Source: an optimization exercise on an open RTL-to-GDS flow (aim: small area, a short achievable clock period and few clock cycles per item). Production flows keep margins and buffers that such runs may drop.
For this run, only the layout was checked, not whether the RTL still works.
No activity file was given, so power comes from the tool's default toggle rates.

[flow/run.sh]
#!/bin/bash
# synth_recipe.tcl (not shown) runs the flow's synth.tcl, then flattens the netlist and writes it again
# the make line also repeats each setting of config.mk as NAME=value (left out here)
make -C /OpenROAD-flow-scripts/flow DESIGN_CONFIG=/design/flow/config.mk WORK_HOME=/design/flow/orfs CLKGATE_MAP_FILE= SYNTH_SCRIPT=/design/flow/synth_recipe.tcl finish
[flow/config.mk]
export PLATFORM = sky130hd
export DESIGN_NAME = bellmanFordTop
export DESIGN_NICKNAME = bellmanFordTop
export VERILOG_FILES = /design/flow/design.v
export SDC_FILE = /design/flow/constraint.sdc
export NUM_CORES = 4
export LEC_CHECK = 0
export ABC_AREA = 1
export CAP_MARGIN = 20
export CORE_MARGIN = 2
export CORE_UTILIZATION = 40
export SETUP_SLACK_MARGIN = 5.0
export SLEW_MARGIN = 20
export TNS_END_PERCENT = 100
[flow/constraint.sdc]
create_clock -name core_clock -period 8.0 [get_ports {clock}]
set_input_delay 1.6000 -clock core_clock [delete_from_list [all_inputs] [get_ports {clock}]]
set_output_delay 1.6000 -clock core_clock [all_outputs]
set_load 0.01 [all_outputs]
[flow/design.v]
package bellmanFordPkg;
    typedef logic [8-1:0] nodeId_t;
    typedef logic signed [8-1:0] weight_t;
    typedef logic signed [16-1:0] distance_t;
    typedef logic [13-1:0] graphAddress_t;
    typedef logic [128-1:0] graphLine_t;
endpackage
module bellmanFordTop (
    input  logic                          clock,
    input  logic                          reset,
    input  logic                          start,
    input  bellmanFordPkg::nodeId_t       source,
    input  bellmanFordPkg::nodeId_t       destination,
    input  bellmanFordPkg::nodeId_t       nodeCount,
    output logic                          graphReadEnable,
    output bellmanFordPkg::graphAddress_t graphAddress,
    input  bellmanFordPkg::graphLine_t    graphData,
    output logic                          outWriteEnable,
    output bellmanFordPkg::graphAddress_t outAddress,
    output bellmanFordPkg::distance_t     outData,
    output logic                          busy,
    output logic                          finish,
    output logic                          negCycle
);
    localparam int NN = 31;
    localparam int DW = 13;
    typedef enum logic [2:0] {S_IDLE, S_RUN, S_PD, S_PN, S_PE, S_FIN} state_t;
    typedef enum logic [2:0] {F_WAIT, F_IDXW, F_IDX, F_ADJW, F_FIRST, F_LINE, F_GAP} fetch_t;
    state_t st;
    fetch_t fst;
    logic [4:0] srcR, dstR;
    logic [5:0] passCnt, passLimit;
    logic [5:0] bT, procCnt;
    logic       phase2;
    logic [1:0] quiet, raiseWait;
    localparam logic [5:0] PHASE1_NODES = 6'd60;
    logic [DW-1:0] distT [1:NN];
    logic [4:0]    predT [1:NN];
    logic [NN:1]   reached;
    logic [NN:1]   dirty;
    logic                 aValid, duRd;
    logic [4:0]           pAddr;
    logic signed [7:0]    aW;
    logic                 bValid, bInit;
    logic [4:0]           bNode;
    logic signed [DW-1:0] bCand, bTD;
    logic                 bTR;
    logic                 cValid, cInit, cSupp;
    logic [4:0]           cNode, cProc;
    logic signed [DW-1:0] cCand;
    logic signed [DW-1:0] du;
    logic [4:0]           procNode, selNode;
    logic                 selPend;
    logic [5:0]           pos;
    logic [2:0] slot;
    logic [7:0] rem;
    logic       reqPend, pendIdx;
    logic [5:0] outCnt;
    logic signed [DW-1:0] pDist;
    logic [4:0]           pPred;
    logic                 pReached;
    assign pDist    = distT[pAddr];
    assign pPred    = predT[pAddr];
    assign pReached = reached[pAddr];
    logic improve, negDetect, fwdB, fwdC;
    logic [NN:1] cSel;
    always_comb
        for (int i = 1; i <= NN; i++)
            cSel[i] = cNode == 5'(i);
    assign improve = bValid && (bInit || !bTR || (bCand < bTD));
    assign negDetect = bValid && !bInit && (bCand < -13'sd960);
    assign fwdB = improve && (bNode == pAddr);
    assign fwdC = cValid && (cNode == pAddr);
    logic signed [DW-1:0] fDist;
    logic                 fReached;
    assign fDist    = fwdB ? bCand : fwdC ? cCand : pDist;
    assign fReached = fwdB || fwdC || pReached;
    logic [NN:1] elig, geM, ltM, mR, oh1;
    logic [5:0]  bucket [1:NN];
    logic        anyGe, anyD, mWrap, mDirty;
    logic [4:0]  n1, selR;
    logic        selAny, selWrap, selDirty;
    always_comb
    begin
        for (int i = 1; i <= NN; i++)
        begin
            bucket[i] = distT[i][DW-1] ? 6'd0
                      : (distT[i][11] || distT[i][10]) ? 6'd63 : distT[i][9:4];
            elig[i] = dirty[i] && (phase2 || bucket[i] <= bT);
            geM[i] = elig[i] && (6'(i) >= pos);
            ltM[i] = elig[i] && (6'(i) < pos);
        end
        anyGe = |geM;
        anyD  = |dirty;
    end
    always_ff @(posedge clock)
    begin
        mR <= anyGe ? geM : ltM;
        mWrap <= !anyGe;
        mDirty <= anyD;
    end
    always_comb
    begin
        for (int i = 1; i <= NN; i++)
        begin
            oh1[i] = mR[i];
            for (int j = 1; j < i; j++)
                if (mR[j]) oh1[i] = 1'b0;
        end
        n1 = '0;
        for (int i = 1; i <= NN; i++)
            if (oh1[i]) n1 = n1 | 5'(i);
    end
    always_ff @(posedge clock)
    begin
        selR <= n1;
        selAny <= |mR;
        selWrap <= mWrap;
        selDirty <= mDirty;
    end
    logic       lastInLine, nextLast;
    always_comb
    begin
        lastInLine = (rem <= 8'd1) || (slot == 3'd7);
        nextLast   = !lastInLine && ((rem == 8'd2) || (slot == 3'd6));
    end
    logic [4:0] slotNode;
    logic [7:0] slotW;
    always_comb
    begin
        slotNode = graphData[120 - 16*slot +: 5];
        slotW    = graphData[112 - 16*slot +: 8];
    end
    logic [7:0] lFirst;
    assign lFirst = graphData[119:112];
    logic issueIdx, issueCont, negPass, doneNow, raiseT, canIdx;
    always_comb
    begin
        canIdx = selAny && (!selWrap || !phase2 || (fst == F_WAIT && quiet == 2'd3));
        issueIdx  = 1'b0;
        issueCont = 1'b0;
        doneNow   = 1'b0;
        raiseT    = 1'b0;
        if (st == S_RUN)
        begin
            case (fst)
                F_LINE:
                    if (!reqPend)
                    begin
                        if (nextLast)
                        begin
                            if (rem != 8'd2) issueCont = 1'b1;
                            else if (canIdx) issueIdx = 1'b1;
                        end
                        else if (lastInLine)
                        begin
                            if (rem > 8'd1)  issueCont = 1'b1;
                            else if (canIdx) issueIdx = 1'b1;
                        end
                    end
                F_WAIT:
                    if (canIdx) issueIdx = 1'b1;
                    else if (!anyD && !aValid && !bValid && !cValid) doneNow = 1'b1;
                    else if (!phase2 && !selAny && selDirty && raiseWait == 2'd0) raiseT = 1'b1;
                default: ;
            endcase
        end
        negPass = issueIdx && selWrap && phase2 && (passCnt == passLimit);
    end
    logic issueNode;
    assign issueNode = issueIdx && !negPass;
    always_ff @(posedge clock)
    begin
        for (int i = 1; i <= NN; i++)
        begin
            if (cValid && cSel[i])
            begin
                distT[i] <= cCand;
                predT[i] <= cProc;
            end
        end
    end
    always_ff @(posedge clock)
    begin
        for (int i = 1; i <= NN; i++)
        begin
            if (st == S_IDLE)
            begin
                reached[i] <= 1'b0;
                dirty[i] <= 1'b0;
            end
            else
            begin
                if (cValid && cSel[i])
                    reached[i] <= 1'b1;
                if (issueNode && selR == 5'(i))
                    dirty[i] <= 1'b0;
                else if (cValid && !cInit && !cSupp && cSel[i])
                    dirty[i] <= 1'b1;
            end
        end
    end
    always_ff @(posedge clock)
    begin
        if (reset)
        begin
            st <= S_IDLE;
            busy <= 1'b0;
            fst <= F_WAIT;
            graphReadEnable <= 1'b0;
            outWriteEnable <= 1'b0;
            finish <= 1'b0;
            negCycle <= 1'b0;
            aValid <= 1'b0;
            duRd <= 1'b0;
            bValid <= 1'b0;
            bInit <= 1'b0;
            cValid <= 1'b0;
            cInit <= 1'b0;
            reqPend <= 1'b0;
            selPend <= 1'b0;
            raiseWait <= 2'd0;
        end
        else
        begin
            graphReadEnable <= 1'b0;
            outWriteEnable <= 1'b0;
            finish <= 1'b0;
            aValid <= 1'b0;
            duRd <= 1'b0;
            pAddr <= slotNode;
            aW <= slotW;
            bValid <= aValid;
            bInit <= 1'b0;
            bNode <= pAddr;
            bCand <= du + {{(DW-8){aW[7]}}, aW};
            bTD <= fDist;
            bTR <= fReached;
            cValid <= improve;
            cInit <= bInit;
            cNode <= bNode;
            cProc <= procNode;
            cCand <= bCand;
            cSupp <= selPend && bNode == selNode;
            if (quiet != 2'd3)
                quiet <= quiet + 2'd1;
            if (fst != F_WAIT || aValid || bValid || cValid)
                quiet <= 2'd0;
            if (raiseWait != 2'd0)
                raiseWait <= raiseWait - 2'd1;
            if (raiseT)
            begin
                raiseWait <= 2'd2;
                if (bT != 6'd63)
                    bT <= bT + 6'd1;
            end
            if (duRd)
            begin
                du <= fDist;
                selPend <= 1'b0;
            end
            case (st)
                S_IDLE:
                begin
                    fst <= F_WAIT;
                    if (start)
                    begin
                        srcR <= source[4:0];
                        dstR <= destination[4:0];
                        negCycle <= 1'b0;
                        passCnt <= 6'd1;
                        passLimit <= {1'b0, nodeCount[4:0]} + 6'd1;
                        bT <= 6'd1;
                        procCnt <= '0;
                        phase2 <= 1'b0;
                        bValid <= 1'b1;
                        bInit <= 1'b1;
                        bNode <= source[4:0];
                        bCand <= '0;
                        procNode <= source[4:0];
                        selNode <= source[4:0];
                        selPend <= 1'b0;
                        pos <= {1'b0, source[4:0]} + 6'd1;
                        graphReadEnable <= 1'b1;
                        graphAddress <= bellmanFordPkg::graphAddress_t'(source[4:0]);
                        reqPend <= 1'b0;
                        fst <= F_IDXW;
                        st <= S_RUN;
                        busy <= 1'b1;
                    end
                end
                S_RUN:
                begin
                    if (issueNode)
                    begin
                        graphReadEnable <= 1'b1;
                        graphAddress <= bellmanFordPkg::graphAddress_t'(selR);
                        selNode <= selR;
                        selPend <= 1'b1;
                        pos <= {1'b0, selR} + 6'd1;
                        if (selWrap && phase2)
                            passCnt <= passCnt + 6'd1;
                        if (!phase2)
                            procCnt <= procCnt + 6'd1;
                        if (!phase2 && procCnt == PHASE1_NODES)
                        begin
                            phase2 <= 1'b1;
                            passCnt <= 6'd1;
                        end
                    end
                    if (issueCont)
                    begin
                        graphReadEnable <= 1'b1;
                        graphAddress <= graphAddress + 13'd1;
                    end
                    case (fst)
                        F_WAIT:
                            if (issueIdx) fst <= F_IDXW;
                        F_IDXW:
                            fst <= F_IDX;
                        F_IDX:
                        begin
                            graphReadEnable <= 1'b1;
                            graphAddress <= graphData[13-1:0];
                            fst <= F_ADJW;
                        end
                        F_ADJW:
                        begin
                            pAddr <= selNode;
                            duRd <= 1'b1;
                            procNode <= selNode;
                            slot <= 3'd1;
                            fst <= F_FIRST;
                        end
                        F_FIRST:
                        begin
                            aValid <= lFirst != 8'd0;
                            rem <= (lFirst == 8'd0) ? 8'd0 : lFirst - 8'd1;
                            slot <= 3'd2;
                            fst <= F_LINE;
                        end
                        F_GAP:
                            fst <= F_LINE;
                        F_LINE:
                        begin
                            aValid <= rem != 8'd0;
                            if (rem != 8'd0)
                                rem <= rem - 8'd1;
                            slot <= slot + 3'd1;
                            if (nextLast && (issueCont || issueIdx))
                            begin
                                reqPend <= 1'b1;
                                pendIdx <= issueIdx;
                            end
                            if (lastInLine)
                            begin
                                reqPend <= 1'b0;
                                slot <= 3'd0;
                                if (reqPend)
                                    fst <= pendIdx ? F_IDX : F_LINE;
                                else if (issueCont)
                                    fst <= F_GAP;
                                else if (issueIdx)
                                    fst <= F_IDXW;
                                else
                                    fst <= F_WAIT;
                            end
                        end
                        default:
                            fst <= F_WAIT;
                    endcase
                    if (doneNow)
                    begin
                        pAddr <= dstR;
                        st <= S_PD;
                    end
                    if (negDetect || negPass)
                    begin
                        negCycle <= 1'b1;
                        finish <= 1'b1;
                        graphReadEnable <= 1'b0;
                        aValid <= 1'b0;
                        bValid <= 1'b0;
                        cValid <= 1'b0;
                        fst <= F_WAIT;
                        st <= S_FIN;
                    end
                end
                S_PD:
                begin
                    pAddr <= pAddr;
                    outWriteEnable <= 1'b1;
                    outCnt <= 6'd0;
                    outAddress <= '0;
                    outData <= pReached ? {{(16-DW){pDist[DW-1]}}, pDist} : 16'hFFFF;
                    if (pReached)
                        st <= S_PN;
                    else
                    begin
                        finish <= 1'b1;
                        st <= S_FIN;
                    end
                end
                S_PN:
                begin
                    outWriteEnable <= 1'b1;
                    outCnt <= outCnt + 6'd1;
                    outAddress <= bellmanFordPkg::graphAddress_t'(outCnt + 6'd1);
                    outData <= 16'(pAddr);
                    if (pAddr == srcR)
                        st <= S_PE;
                    else
                        pAddr <= pPred;
                end
                S_PE:
                begin
                    outWriteEnable <= 1'b1;
                    outCnt <= outCnt + 6'd1;
                    outAddress <= bellmanFordPkg::graphAddress_t'(outCnt + 6'd1);
                    outData <= 16'hFFFF;
                    finish <= 1'b1;
                    st <= S_FIN;
                end
                default:
                begin
                    st <= S_IDLE;
                    busy <= 1'b0;
                end
            endcase
        end
    end
endmodule
==> summary.txt <==
critical path: stages (launching register included):
cell,delay (ns)
edfxtp_1,0.38
buf_12,0.15
buf_4,0.21
clkinv_8,0.10
nor2_8,0.27
nand3_4,0.18
buf_4,0.18
buf_4,0.18
nand2_1,0.09
nor3_2,0.04
nand4_1,0.08
buf_4,0.21
nor2_4,0.05
buf_12,0.14
buf_4,0.13
nand3_2,0.06
nand3_1,0.09
nand3_1,0.11
nand2_1,0.11
kinds of logic (layout without fill, tap and decap cells):
group,count (synthesis),after routing,synth area share [%]
AOI/OAI and AO/OA,727,727,9.585
xor gates and xnor gates,46,46,0.9155
adders and majority gates,232,232,6.613
buffers and inverters,661,1058,6.031
DFF,862,862,56.00
other,1,8,0.008522
and+or+nand+nor,2103,2105,20.85
synthesized netlist by cell type (all sizes together) (2+ instances only):
| master | number | area share, % |
|---|---|---|
| xnor2 | 12 | 0.24 |
| a211oi | 7 | 0.12 |
| nand4 | 91 | 1.3 |
| a22oi | 20 | 0.34 |
| o21a | 16 | 0.27 |
| and2 | 3 | 0.043 |
| a21boi | 2 | 0.034 |
| o21ai | 218 | 2.5 |
| nor3b | 7 | 0.13 |
| edfxtp | 738 | 50 |
| inv | 539 | 4.6 |
| o2111ai | 16 | 0.32 |
| o211ai | 35 | 0.60 |
| and3 | 2 | 0.028 |
| nor2 | 666 | 6.0 |
| a31oi | 16 | 0.23 |
| nand2 | 850 | 7.4 |
| nand3 | 370 | 4.4 |
| clkbuf | 48 | 0.41 |
| nor4 | 21 | 0.33 |
| or2 | 22 | 0.31 |
| ha | 231 | 6.6 |
| clkinv | 4 | 0.034 |
| a22o | 15 | 0.30 |
| o221ai | 12 | 0.24 |
| o22ai | 56 | 0.80 |
| o31ai | 8 | 0.14 |
| xor2 | 34 | 0.68 |
| nand3b | 7 | 0.12 |
| nor3 | 62 | 0.82 |
| buf | 70 | 0.96 |
| o21bai | 33 | 0.56 |
| a21oi | 265 | 3.0 |
| a21o | 4 | 0.068 |
| dfxtp | 124 | 5.6 |
stage by stage:
step	hold WS (ns)	cell area, um^2
final	0.3331	52950
after global routing	0.3417	52940
after CTS	0.3323	51750
after detailed placement	0.3146	47470
after global placement	0.3124	47390
after floorplan	0.3096	44050
flip-flops by register name, summed over array words and instances, names as in the netlist, 6 cells and up:
name	flops
mR	31
procCnt	6
reached	31
bT	6
pos	6
distT	403
aW	8
graphAddress	13
rem	8
dirty	31
predT	155
passLimit	6
passCnt	6
outData	13
bCand	13
bTD	13
cCand	13
du	13
layer usage:
layer / global-route usage [%] / wire length [um]
met1: 36.94 / 63990
met3: 4.585 / 15070
met2: 40.84 / 67820
met4: 11.80 / 7373
met5: 0 / 0
cell type report:
type                       instances  area (um^2)
tap                             1414         1769
timing repair buffer             345         3388
fill                           10040        56060
antenna                            2        5.005
sequential                       862        24640
clock inverter                    57        608.1
multi-input combinational       3116        17900
timing repair inverter             1        7.507
clock buffer                     112         2466
inverter                         543         2156
how the worst min path moves through the flow:
| stage | from | endpoint | slack [ns] | cells past startpoint |
|---|---|---|---|---|
| final | mDirty | selDirty | 0.33 | 0 |
| after global routing | mWrap | selWrap | 0.34 | 0 |
| after CTS | mDirty | selDirty | 0.33 | 0 |
| after detailed placement | mWrap | selWrap | 0.31 | 0 |
| after global placement | mDirty | selDirty | 0.31 | 0 |
| after floorplan | mDirty | selDirty | 0.31 | 0 |
repair_timing:
action | CTS | global route
setup buffers | 72 | 34
pin swaps | 27 | 75
gates resized for setup | 195 | 199
gates cloned | 3 | 5
setup endpoints to repair | 234 | 163
power groups by stage:
stage	logic, W	registers [W]	clock network (W)
finish	0.00484	0.00559	0.00439
global route	0.00515	0.00562	0.00459
CTS	0.00449	0.00559	0.00442
detailed placement	0.00400	0.00571	0
global placement	0.00396	0.00571	0
floorplan	0.00233	0.00568	0
==> impl_metrics.tcl <==
set metrics [dict create \
    async_flop_share_pct 0 \
    skew_ns 0.04010 \
    synth.avg_cell_area_um2 9.500 \
    reg2reg_depth 18 \
    relSlewSlack_pct 20.64 \
    finalWeightedCongestion 0.9430 \
    grt_max_degree 80 \
    hold_path.class "flop to flop" \
    fp.dieH_um 335.7 \
    r2r_slack_ns 4.94 \
    hold_viol 0 \
    io_buffer_count 162 \
    fin_crit_sh_pct 38.21 \
    status "finished clean" \
    finalPower_w 0.01482 \
    track_usage_pct 26.63 \
    htree_levels 3 \
    drtIter0Drc 4208 \
    cts_buffers 91 \
    cp_data_required_time_ns 8.40 \
    p_sw_share_pct 36.64 \
    vdd_drop_max_uv 210.7 \
    combPwrFrac_pct 32.6 \
    report.final.slew_viol_count 0 \
    p_per_area_nw_per_um2 280.0 \
    layout.cells.non_filler 6452 \
    finalSetupViolCount 0 \
    ctsHoldBuffers 0 \
    ant_nets 0 \
    final_util_pct 48.57 \
    via_per_inst 5.608 \
    pwr-share-seq_pct 37.7 \
    ys_seq_area_share_pct 56.00 \
    io_pins 202 \
    fp-row-count 121 \
    r2r_end "du[0]" \
    grt_first_pass_wirelength_mm 220.4 \
    worst-path-max-fanout 9 \
    drt_wl_total_mm 154.2 \
    yosys_warnings 22 \
    clkLatencyLatePin_ns 0.68 \
    internal_power_w 0.009392 \
    die_area_um2 112700 \
    start_util_pct 40.37 \
    r2r_start "pAddr[2]" \
    max_slew.worst_pin.slew_ns 1.188 \
    die_x_um 335.7 \
    grt_overflow_total 0 \
    p_clk_share_pct 29.6 \
    syn_inst 4632 \
    via_count 36180 \
    layout_common_cells "nand2_1, edfxtp_1, nor2_1, inv_1, nand3_1" \
    crit_path_start "pAddr[2]" \
    cellLeakagePower_nw 21.10 \
    period_needed_ns 3.057 \
    max_freq_ghz 0.3271 \
    ys_ff_latch 862 \
    critical_path_arrival_ns 3.46 \
    rsz0062_at_grt "true" \
    cts_tree "done" \
    layout_setup_ws_ns 4.943 \
    synth_edf_count 738 \
    place_inst 6165 \
    critPathCaptureType "flop" \
    fin_tns_setup_ns 0 \
    syn2layout_area_growth_pct 20.32 \
    pre_cts_ws_ns 3.573 \
    final_common_cell "nand2_1" \
    cts_root_buf "clkbuf_16" \
    drtPass1Iterations 6 \
    grt_pass1_vias 33650 \
    drv_cap 0 \
    worstSetupPathType "flop to flop" \
    synth_area_um2 44010 \
    crit_end "du[0]" \
    post-dp-hpwl_mm 104.9 \
    finalNetCount 5347 \
    drcViolationCount 0 \
    grt_antenna_before_repair 0 \
    drive_gt1_share_pct 12.69 \
    clock_sinks 862 \
    synth_ff_type "edfxtp_1" \
    cts_buffer_depth 3 \
    routedWlPerCell_um 23.91 \
    ys_types 65 \
    clkTransAtPathRegs_ns 0.06 \
    core_area_um2 109000 \
    p_switching_w 0.005431 \
    start_kind "flop" \
]

[separate check: timing with driven ports]
How much do the figures lean on ideal ports? The routed layout below was timed once more, with nothing changed but the port constraints.
Step 1 assumes that a clkbuf_16 drives the clock port and a buf_2 every other input.
Step 2 adds t to the input delays and takes it off the output delays; t is the mean of the earliest and latest rising clock arrival at the registers after step 1. Input paths then give back, and output paths get back, about the clock's delay inside the block.
a / b / c = no drivers / after step 1 / after step 2; a / b = the first two.
t (ns): 0.732
setup slack, ns: 4.943 / 4.943 / 4.401
clock arrival spread, ns: 0.045 / 0.045
worst register clock-pin slew, ns: 0.07 / 0.07
worst slew at a driven data input, ns: 0.08
After both steps this run still meets setup and hold. For this run, drivers alone change the setup slack by 0.000 ns; drivers and shift together by -0.542 ns.
